What follows belongs to an exercise in optimizing a design on an open flow for small area and a short achievable clock period; a production flow would make more cautious choices. Function was checked by simulation only, so behaviour that the tests miss may differ from the original. Power and IR drop assume default switching activity.

run 1:
==> flow/design.v <==
`timescale 1ns/10ps
`default_nettype none
package mem_model_pkg;
  localparam int data_width     = 64;
  localparam int ram_items      = 2 ** 28;              
  localparam int index_width    = $clog2(ram_items);
  localparam int addr_width     = index_width + 3;      
  localparam int cache_lines    = 16;
  localparam int line_sel_width = $clog2(cache_lines);
  localparam logic [data_width-1:0] lfsr_taps = 64'hd800_0000_0000_0000;
  localparam logic [data_width-1:0] fill_seed = 64'h9e37_79b9_7f4a_7c15;
  typedef logic [1:0] access_size_t;
  localparam access_size_t size_byte  = 2'd0;
  localparam access_size_t size_half  = 2'd1;
  localparam access_size_t size_word  = 2'd2;
  localparam access_size_t size_dword = 2'd3;
  typedef struct packed {
    logic                  write;
    logic [addr_width-1:0] addr;
    access_size_t          size;
    logic                  sign_ext;
    logic [data_width-1:0] wdata;
  } mem_req_t;
  typedef struct packed {
    logic [index_width-1:0] index;
    logic [data_width-1:0]  mask;    
    logic [data_width-1:0]  data;    
  } word_access_t;
  typedef struct packed {
    logic [2:0]   offset;
    access_size_t size;
    logic         sign_ext;
  } load_tag_t;
endpackage
`default_nettype wire
`timescale 1ns/10ps
`default_nettype none
module mem_model_top (
  input  wire         glb_clk,
  input  wire         reset,
  input  wire         req_valid,
  input  wire         req_write,
  input  wire [30:0]  req_addr,
  input  wire [1:0]   req_size,
  input  wire         req_sign_ext,
  input  wire [63:0]  req_wdata,
  output wire         rsp_valid,
  output wire [63:0]  rsp_data
);
  localparam logic [63:0] lfsr_taps = mem_model_pkg::lfsr_taps;
  localparam logic [63:0] fill_seed = mem_model_pkg::fill_seed;
  logic [15:0] line_valid;
  logic [27:0] line_tag  [16];
  logic [63:0] line_data [16];
  logic [3:0]  fill_ptr;
  logic [63:0] fill_value;
  logic        rsp_valid_q;
  logic        req;
  logic        store;
  logic [27:0] index;
  logic [2:0]  offset;
  logic [15:0] line_hit;
  logic        hit;
  logic [15:0] ptr_dec;
  logic [15:0] alloc;
  logic [63:0] read_word;
  assign req    = req_valid & ~reset;
  assign store  = req_write;
  assign index  = req_addr[30:3];
  assign offset = req_addr[2:0];
  always_comb begin
    for (int i = 0; i < 16; i++) begin
      line_hit[i] = line_valid[i] && (line_tag[i] == index);
      ptr_dec[i]  = (fill_ptr == 4'(i));
    end
  end
  assign hit = |line_hit;
  always_comb begin
    read_word = fill_value & {64{~hit}};
    for (int i = 0; i < 16; i++) begin
      read_word = read_word | (line_data[i] & {64{line_hit[i]}});
    end
  end
  logic [7:0]  size_lanes;
  logic [7:0]  byte_lanes;
  logic [63:0] wdata_rep;     
  logic [63:0] write_word;
  always_comb begin
    unique case (req_size)
      2'd0:    size_lanes = 8'h01;
      2'd1:    size_lanes = 8'h03;
      2'd2:    size_lanes = 8'h0f;
      default: size_lanes = 8'hff;
    endcase
    byte_lanes = size_lanes << offset;
    unique case (req_size)
      2'd0:    wdata_rep = {8{req_wdata[7:0]}};
      2'd1:    wdata_rep = {4{req_wdata[15:0]}};
      2'd2:    wdata_rep = {2{req_wdata[31:0]}};
      default: wdata_rep = req_wdata;
    endcase
    for (int b = 0; b < 8; b++) begin
      write_word[b*8 +: 8] = (store && byte_lanes[b]) ? wdata_rep[b*8 +: 8] : fill_value[b*8 +: 8];
    end
  end
  assign alloc = ptr_dec & {16{req & ~hit}};
  always_ff @(posedge glb_clk) begin
    for (int i = 0; i < 16; i++) begin
      if (alloc[i]) begin
        line_tag[i] <= index;
      end
      for (int b = 0; b < 8; b++) begin
        if (alloc[i] || (req && store && line_hit[i] && byte_lanes[b])) begin
          line_data[i][b*8 +: 8] <= write_word[b*8 +: 8];
        end
      end
    end
  end
  always_ff @(posedge glb_clk) begin
    if (reset) begin
      line_valid <= '0;
      fill_ptr   <= '0;
    end else begin
      line_valid <= line_valid | alloc;
      if (req_valid) begin
        fill_ptr <= fill_ptr + 4'd1;
      end
    end
  end
  always_ff @(posedge glb_clk) begin
    if (reset) begin
      fill_value <= fill_seed;
    end else begin
      fill_value <= (fill_value >> 1) ^ (fill_value[0] ? lfsr_taps : 64'd0);
    end
  end
  logic [7:0]  msb_lane;      
  logic [15:0] sign_cand;     
  logic        fill_cand;
  logic        sign;
  logic [63:0] word_q;
  logic [7:0]  sel0_q;        
  logic [3:0]  sel1_q;        
  logic        ext1_q;        
  logic [1:0]  sel23_q;       
  logic        ext23_q;       
  logic        dword_q;       
  logic        ext47_q;       
  always_comb begin
    unique case (req_size)
      2'd0:    msb_lane = 8'b1 << offset;
      2'd1:    msb_lane = 8'b1 << {offset[2:1], 1'b1};
      default: msb_lane = 8'b1 << {offset[2], 2'b11};
    endcase
    for (int i = 0; i < 16; i++) begin
      sign_cand[i] = 1'b0;
      for (int m = 0; m < 8; m++) begin
        sign_cand[i] = sign_cand[i] | (msb_lane[m] & line_data[i][m*8+7]);
      end
    end
    fill_cand = 1'b0;
    for (int m = 0; m < 8; m++) begin
      fill_cand = fill_cand | (msb_lane[m] & fill_value[m*8+7]);
    end
    sign = (fill_cand & ~hit) | |(sign_cand & line_hit);
  end
  always_ff @(posedge glb_clk) begin
    word_q  <= read_word;
    sel0_q  <= 8'b1 << offset;
    sel1_q  <= (req_size == 2'd0) ? 4'b0 : (4'b1 << offset[2:1]);
    ext1_q  <= (req_size == 2'd0) & req_sign_ext & sign;
    sel23_q <= req_size[1] ? (2'b1 << offset[2]) : 2'b0;
    ext23_q <= ~req_size[1] & req_sign_ext & sign;
    dword_q <= (req_size == 2'd3);
    ext47_q <= (req_size != 2'd3) & req_sign_ext & sign;
  end
  logic [7:0] wbyte [8];
  logic [7:0] out0;
  logic [7:0] out1;
  logic [15:0] out23;
  always_comb begin
    for (int b = 0; b < 8; b++) begin
      wbyte[b] = word_q[b*8 +: 8];
    end
    out0 = '0;
    for (int b = 0; b < 8; b++) begin
      out0 = out0 | (wbyte[b] & {8{sel0_q[b]}});
    end
    out1 = {8{ext1_q}};
    for (int j = 0; j < 4; j++) begin
      out1 = out1 | (wbyte[2*j+1] & {8{sel1_q[j]}});
    end
    out23 = ({wbyte[3], wbyte[2]} & {16{sel23_q[0]}})
          | ({wbyte[7], wbyte[6]} & {16{sel23_q[1]}})
          | {16{ext23_q}};
  end
  always_ff @(posedge glb_clk) begin
    if (reset) begin
      rsp_valid_q <= 1'b0;
    end else begin
      rsp_valid_q <= req_valid & ~req_write;
    end
  end
  assign rsp_data = {(word_q[63:32] & {32{dword_q}}) | {32{ext47_q}}, out23, out1, out0};
  assign rsp_valid = rsp_valid_q;
endmodule
`default_nettype wire
clock: 9.0 ns
lec_check: 0
cap_margin: 20
core_margin: 2
core_utilization: 40
cts_buf_list: sky130_fd_sc_hd__clkbuf_16
cts_cluster_diameter: 80
cts_cluster_size: 24
setup_slack_margin: 5
slew_margin: 20
standard.sh (not shown) runs the stock make flow with config.mk's settings and CLKGATE_MAP_FILE= SYNTH_SCRIPT=/design/flow/synth_recipe.tcl, a recipe that flattens the netlist after the stock synthesis.
==> flow/flow/run.sh <==
#!/bin/bash
# Standard ORFS layout, except that the port buffers are plain buf_2 cells
# (ORFS otherwise picks a slow delay buffer for them and never swaps it out).
set -euo pipefail
export BUFFER_PORTS_ARGS="-buffer_cell sky130_fd_sc_hd__buf_2"
bash standard.sh > standard.log 2>&1
--- input diff run 1..run 2 ---
# run 1
export LEC_CHECK = 0
export CAP_MARGIN = 20
export CORE_MARGIN = 2
export CORE_UTILIZATION = 40
export CTS_BUF_LIST = sky130_fd_sc_hd__clkbuf_16
export CTS_CLUSTER_DIAMETER = 80
export CTS_CLUSTER_SIZE = 24
export SETUP_SLACK_MARGIN = 5
export SLEW_MARGIN = 20
create_clock -name core_clock -period 9.0 [get_ports {glb_clk}]
# run 2
export LEC_CHECK = 0
export CAP_MARGIN = 20
export CORE_MARGIN = 2
export CORE_UTILIZATION = 60
export CTS_BUF_LIST = sky130_fd_sc_hd__clkbuf_8
export SETUP_SLACK_MARGIN = 5
export SLEW_MARGIN = 20
create_clock -name core_clock -period 9.0 [get_ports {glb_clk}]
==> notes.md <==
As of run 2, total power had risen by a little under 10% compared to run 1. NOTE: via count of the first global-routing pass in run 2 exceeds that of run 1. In run 2, TritonCTS buffer count is higher than in run 1. Share of the clock period used by the worst path after layout: run 2 lower than run 1. Compared with run 1, in run 2 standard cell area after detailed placement -1.3%, register-to-register slack +0.07 ns, total routed wirelength -about 9%, number of signal-net buffers in the layout -245, multi-input logic area -8.4%. Summary: with run 1 as the reference, clock buffer instance count of the final layout in run 2 moved up by more than 100%. Run 2 reports its timing endpoint of the critical path as word_q[49] while run 1 reports word_q[53].
diff inputs: run 2 => run 3
# run 2
export LEC_CHECK = 0
export CAP_MARGIN = 20
export CORE_MARGIN = 2
export CORE_UTILIZATION = 60
export CTS_BUF_LIST = sky130_fd_sc_hd__clkbuf_8
export SETUP_SLACK_MARGIN = 5
export SLEW_MARGIN = 20
create_clock -name core_clock -period 9.0 [get_ports {glb_clk}]
# run 3
export LEC_CHECK = 0
export CAP_MARGIN = 20
export CORE_MARGIN = 2
export CORE_UTILIZATION = 40
export GPL_ROUTABILITY_DRIVEN = 0
export SETUP_SLACK_MARGIN = 5
export SLEW_MARGIN = 20
export TNS_END_PERCENT = 0
create_clock -name core_clock -period 9.0 [get_ports {glb_clk}]
==> flow/run.sh (new file) <==
#!/bin/bash
# synth_recipe.tcl (not shown) runs the flow's synth.tcl, then flattens the netlist and writes it again
# the make line also repeats each setting of config.mk as NAME=value (left out here)
make -C /OpenROAD-flow-scripts/flow DESIGN_CONFIG=/design/flow/config.mk WORK_HOME=/design/flow/orfs CLKGATE_MAP_FILE= SYNTH_SCRIPT=/design/flow/synth_recipe.tcl finish
removed: flow/flow/run.sh
removed: flow/standard.sh
==> notes.md <==
On total number of multi-input combinational cells, run 2 and run 3 are basically level.
Power: run 3 draws more than run 2
On run 3: clock network power share is 3.0 points higher than what run 2 gave.
Comparing height of the die for run 2 and run 3, the bigger number came from run 3.
Per the comparison of run 3 with run 2, non-clock buffer count down 3.4%, via count went down by 1,366, data arrival time at the worst-slack endpoint climbed 0.06 ns.
Run 3: fraction of layout cells with a size suffix above 1 5.1 points below run 2
Run 2 -> run 3: chip width increased by more than 10%
Modified inputs, run 4 compared to run 3
# run 3
export LEC_CHECK = 0
export CAP_MARGIN = 20
export CORE_MARGIN = 2
export CORE_UTILIZATION = 40
export GPL_ROUTABILITY_DRIVEN = 0
export SETUP_SLACK_MARGIN = 5
export SLEW_MARGIN = 20
export TNS_END_PERCENT = 0
create_clock -name core_clock -period 9.0 [get_ports {glb_clk}]
# run 4
export LEC_CHECK = 0
export CAP_MARGIN = 20
export CORE_MARGIN = 2
export CORE_UTILIZATION = 40
export SETUP_SLACK_MARGIN = 5
export SLEW_MARGIN = 20
create_clock -name core_clock -period 9.0 [get_ports {glb_clk}]
==> flow/flow/run.sh (new file) <==
#!/bin/bash
# Standard ORFS layout, except that the port buffers are plain buf_2 cells
# (ORFS otherwise picks a slow delay buffer for them and never swaps it out).
set -euo pipefail
export BUFFER_PORTS_ARGS="-buffer_cell sky130_fd_sc_hd__buf_2"
bash standard.sh > standard.log 2>&1
==> flow/standard.sh (new file) <==
#!/bin/bash
# synth_recipe.tcl (not shown) runs the flow's synth.tcl, then flattens the netlist and writes it again
# the make line also repeats each setting of config.mk as NAME=value (left out here)
make -C /OpenROAD-flow-scripts/flow DESIGN_CONFIG=/design/flow/config.mk WORK_HOME=/design/flow/orfs CLKGATE_MAP_FILE= SYNTH_SCRIPT=/design/flow/synth_recipe.tcl "${@:-finish}"
removed: flow/run.sh
[summary]
Every run (run 3 and run 4) finished clean.
Side by side, detailed-routed wire length on met3 turned out higher in run 4 than in run 3.
When run 4 is set beside run 3, its detail-routed via count per cell turns out to be 2.9% larger.
Between run 3 and run 4, the flow reports clock power decreasing slightly.
Input changes introduced in run 5 (baseline for comparison: run 4):
# run 4
export LEC_CHECK = 0
export CAP_MARGIN = 20
export CORE_MARGIN = 2
export CORE_UTILIZATION = 40
export SETUP_SLACK_MARGIN = 5
export SLEW_MARGIN = 20
create_clock -name core_clock -period 9.0 [get_ports {glb_clk}]
# run 5
export LEC_CHECK = 0
export CAP_MARGIN = 20
export CORE_MARGIN = 2
export CORE_UTILIZATION = 40
export CTS_BUF_LIST = sky130_fd_sc_hd__clkbuf_8
export SETUP_SLACK_MARGIN = 5
export SLEW_MARGIN = 20
export TNS_END_PERCENT = 10
create_clock -name core_clock -period 9.0 [get_ports {glb_clk}]
==> comparison <==
Relative to run 4, latest clock arrival within the worst-skew pair increased by 0.18 ns in run 5.
Run 4 → run 5: via total after detailed routing shows a reduction of 3.9%; met3 track demand over resource shows a reduction of 1.0 points.
Slowest library cell on the worst path = a211oi_1: run 5; slowest library cell on the worst path = and4_4: run 4
In the metrics for run 4 and run 5, the one carrying the lower average detailed-routed wire length per instance is run 5.
Total power: run 5 below run 4
Delta (run 5 minus run 4): non-clock buffer count went down 189, combinational share of power fell 0.2 points, flip-flop and latch count essentially unchanged, total met3 wirelength after detailed routing decreased 17%.

* * *

Setup of red:
// mem_model_top: RTL as listed in full above, without the edits since
==> flow/config.mk <==
export PLATFORM = sky130hd
export DESIGN_NAME = mem_model_top
export DESIGN_NICKNAME = mem_model_top
export VERILOG_FILES = /design/flow/design.v
export SDC_FILE = /design/flow/constraint.sdc
export NUM_CORES = 4
export LEC_CHECK = 0
export CAP_MARGIN = 20
export CORE_MARGIN = 2
export CORE_UTILIZATION = 40
export SETUP_SLACK_MARGIN = 5
export SLEW_MARGIN = 20
==> flow/constraint.sdc <==
create_clock -name core_clock -period 9.0 [get_ports {glb_clk}]
set_input_delay 1.8000 -clock core_clock [delete_from_list [all_inputs] [get_ports {glb_clk}]]
set_output_delay 1.8000 -clock core_clock [all_outputs]
set_load 0.01 [all_outputs]
run.sh (not shown) runs the stock make flow with config.mk's settings and CLKGATE_MAP_FILE= SYNTH_SCRIPT=/design/flow/synth_recipe.tcl, a recipe that flattens the netlist after the stock synthesis.
Stock flow here: none of the scripts above is used.
Relative to red, the following input files were edited for blue:
- changing SETUP_SLACK_MARGIN from 5 to 4.5
## What came out
Post-cts sizing count shrinks by more than half when moving from red to blue. The switching power share of the total of blue and that of red are within noise of each other. Delta (blue minus red): overall track demand over capacity in global routing shrank by 3.3 points, setup slack shrank by 0.29 ns. Going from red to blue, maximum ir drop on the vdd rail went up by about 3.7%; internal power went down by about 1.7%. Between red and blue, the flow reports switching power total decreasing slightly. Post-route cell area: blue better than red. Compared with red, the router placed fewer vias in blue.

* * *

Starts from the design.v that is shown in full above.
clock: 9.0 ns
lec_check: 0
cap_margin: 20
core_margin: 2
core_utilization: 40
setup_slack_margin: 5
slew_margin: 20
tns_end_percent: 0
The first run went through all stages and came out clean.
Rerun with:
==> flow/flow/run.sh (new file) <==
#!/bin/bash
# Standard ORFS layout, except that the port buffers are plain buf_2 cells
# (ORFS otherwise picks a slow delay buffer for them and never swaps it out).
set -euo pipefail
export BUFFER_PORTS_ARGS="-buffer_cell sky130_fd_sc_hd__buf_2"
bash standard.sh > standard.log 2>&1
==> flow/standard.sh (new file) <==
#!/bin/bash
# synth_recipe.tcl (not shown) runs the flow's synth.tcl, then flattens the netlist and writes it again
# the make line also repeats each setting of config.mk as NAME=value (left out here)
make -C /OpenROAD-flow-scripts/flow DESIGN_CONFIG=/design/flow/config.mk WORK_HOME=/design/flow/orfs CLKGATE_MAP_FILE= SYNTH_SCRIPT=/design/flow/synth_recipe.tcl "${@:-finish}"
- CTS_BUF_LIST: not set -> sky130_fd_sc_hd__clkbuf_8
- TNS_END_PERCENT: 0 -> not set
removed: flow/run.sh
=>
- The new run finished with timing, DRC and antenna clean
- critical path depth falls by 1
- register-to-register slack is better by 0.10 ns
- power goes down by a few percent
Rerun with:
==> flow/run.sh (new file) <==
#!/bin/bash
# synth_recipe.tcl (not shown) runs the flow's synth.tcl, then flattens the netlist and writes it again
# the make line also repeats each setting of config.mk as NAME=value (left out here)
make -C /OpenROAD-flow-scripts/flow DESIGN_CONFIG=/design/flow/config.mk WORK_HOME=/design/flow/orfs CLKGATE_MAP_FILE= SYNTH_SCRIPT=/design/flow/synth_recipe.tcl finish
- CTS_BUF_LIST: sky130_fd_sc_hd__clkbuf_8 -> not set
- TNS_END_PERCENT: not set -> 10
removed: flow/flow/run.sh
removed: flow/standard.sh
=> The changed run went through all stages and came out clean; count of clock-buffer cells in the layout drops by 105; area after synthesis is unchanged; utilization climbs by 1.1 points.
Rerun with:
- PLACE_DENSITY: not set -> 0.8
- TNS_END_PERCENT: 10 -> not set
The new run ran to the end with no violations.
Power came out lower by 3.3%.
First-iteration DRC count came out higher by 70%.
Area after synthesis does not change.
Maximum frequency came out lower by 8.1%.

==> re-timing with driven ports <==
No port has a modelled driver above. Below, the same layouts with a new extraction and two added sets of constraints.
Step 1: set_driving_cell puts a clkbuf_16 on glb_clk and a buf_2 on each other input, an assumption about the parent block.
Step 2 times the ports against the registers' clock, not the clock port: input delays grow and output delays shrink by t, the midpoint of the rising clock arrivals with the driver on.
Three values: ideal ports, drivers, drivers and shift; two values: the first two.
run | t, ns | setup slack, ns | clock arrival spread, ns | slew at the worst register clock pin (ns) | pins driven straight from the clock port
run 1 | 0.817 | 4.391 / 4.433 / 3.616 | 0.065 / 0.065 | 0.11 / 0.11 | 1
run 2 | 1.007 | 4.888 / 4.834 / 3.827 | 0.076 / 0.076 | 0.07 / 0.07 | 1
run 3 | 0.880 | 4.520 / 4.569 / 3.689 | 0.080 / 0.080 | 0.07 / 0.07 | 1
run 4 | 0.881 | 4.596 / 4.571 / 3.690 | 0.102 / 0.102 | 0.07 / 0.07 | 1
run 5 | 1.060 | 4.798 / 4.818 / 3.761 | 0.085 / 0.085 | 0.07 / 0.07 | 1
red | 0.877 | 4.724 / 4.722 / 3.845 | 0.044 / 0.044 | 0.07 / 0.07 | 1
blue | 0.877 | 4.439 / 4.476 / 3.599 | 0.038 / 0.039 | 0.07 / 0.07 | 1
the first run of note 3 | 0.869 | 4.668 / 4.679 / 3.810 | 0.066 / 0.066 | 0.07 / 0.07 | 1
the second run of note 3 | 1.051 | 4.910 / 4.957 / 3.906 | 0.098 / 0.098 | 0.08 / 0.08 | 1
the third run of note 3 | 0.875 | 4.740 / 4.718 / 3.895 | 0.073 / 0.073 | 0.07 / 0.07 | 1
the fourth run of note 3 | 0.893 | 4.362 / 4.407 / 3.514 | 0.085 / 0.086 | 0.09 / 0.09 | 1
After both steps every run listed still meets setup and hold. For run 2, which loses most, drivers alone change the setup slack by -0.054 ns; drivers and shift together by -1.061 ns.
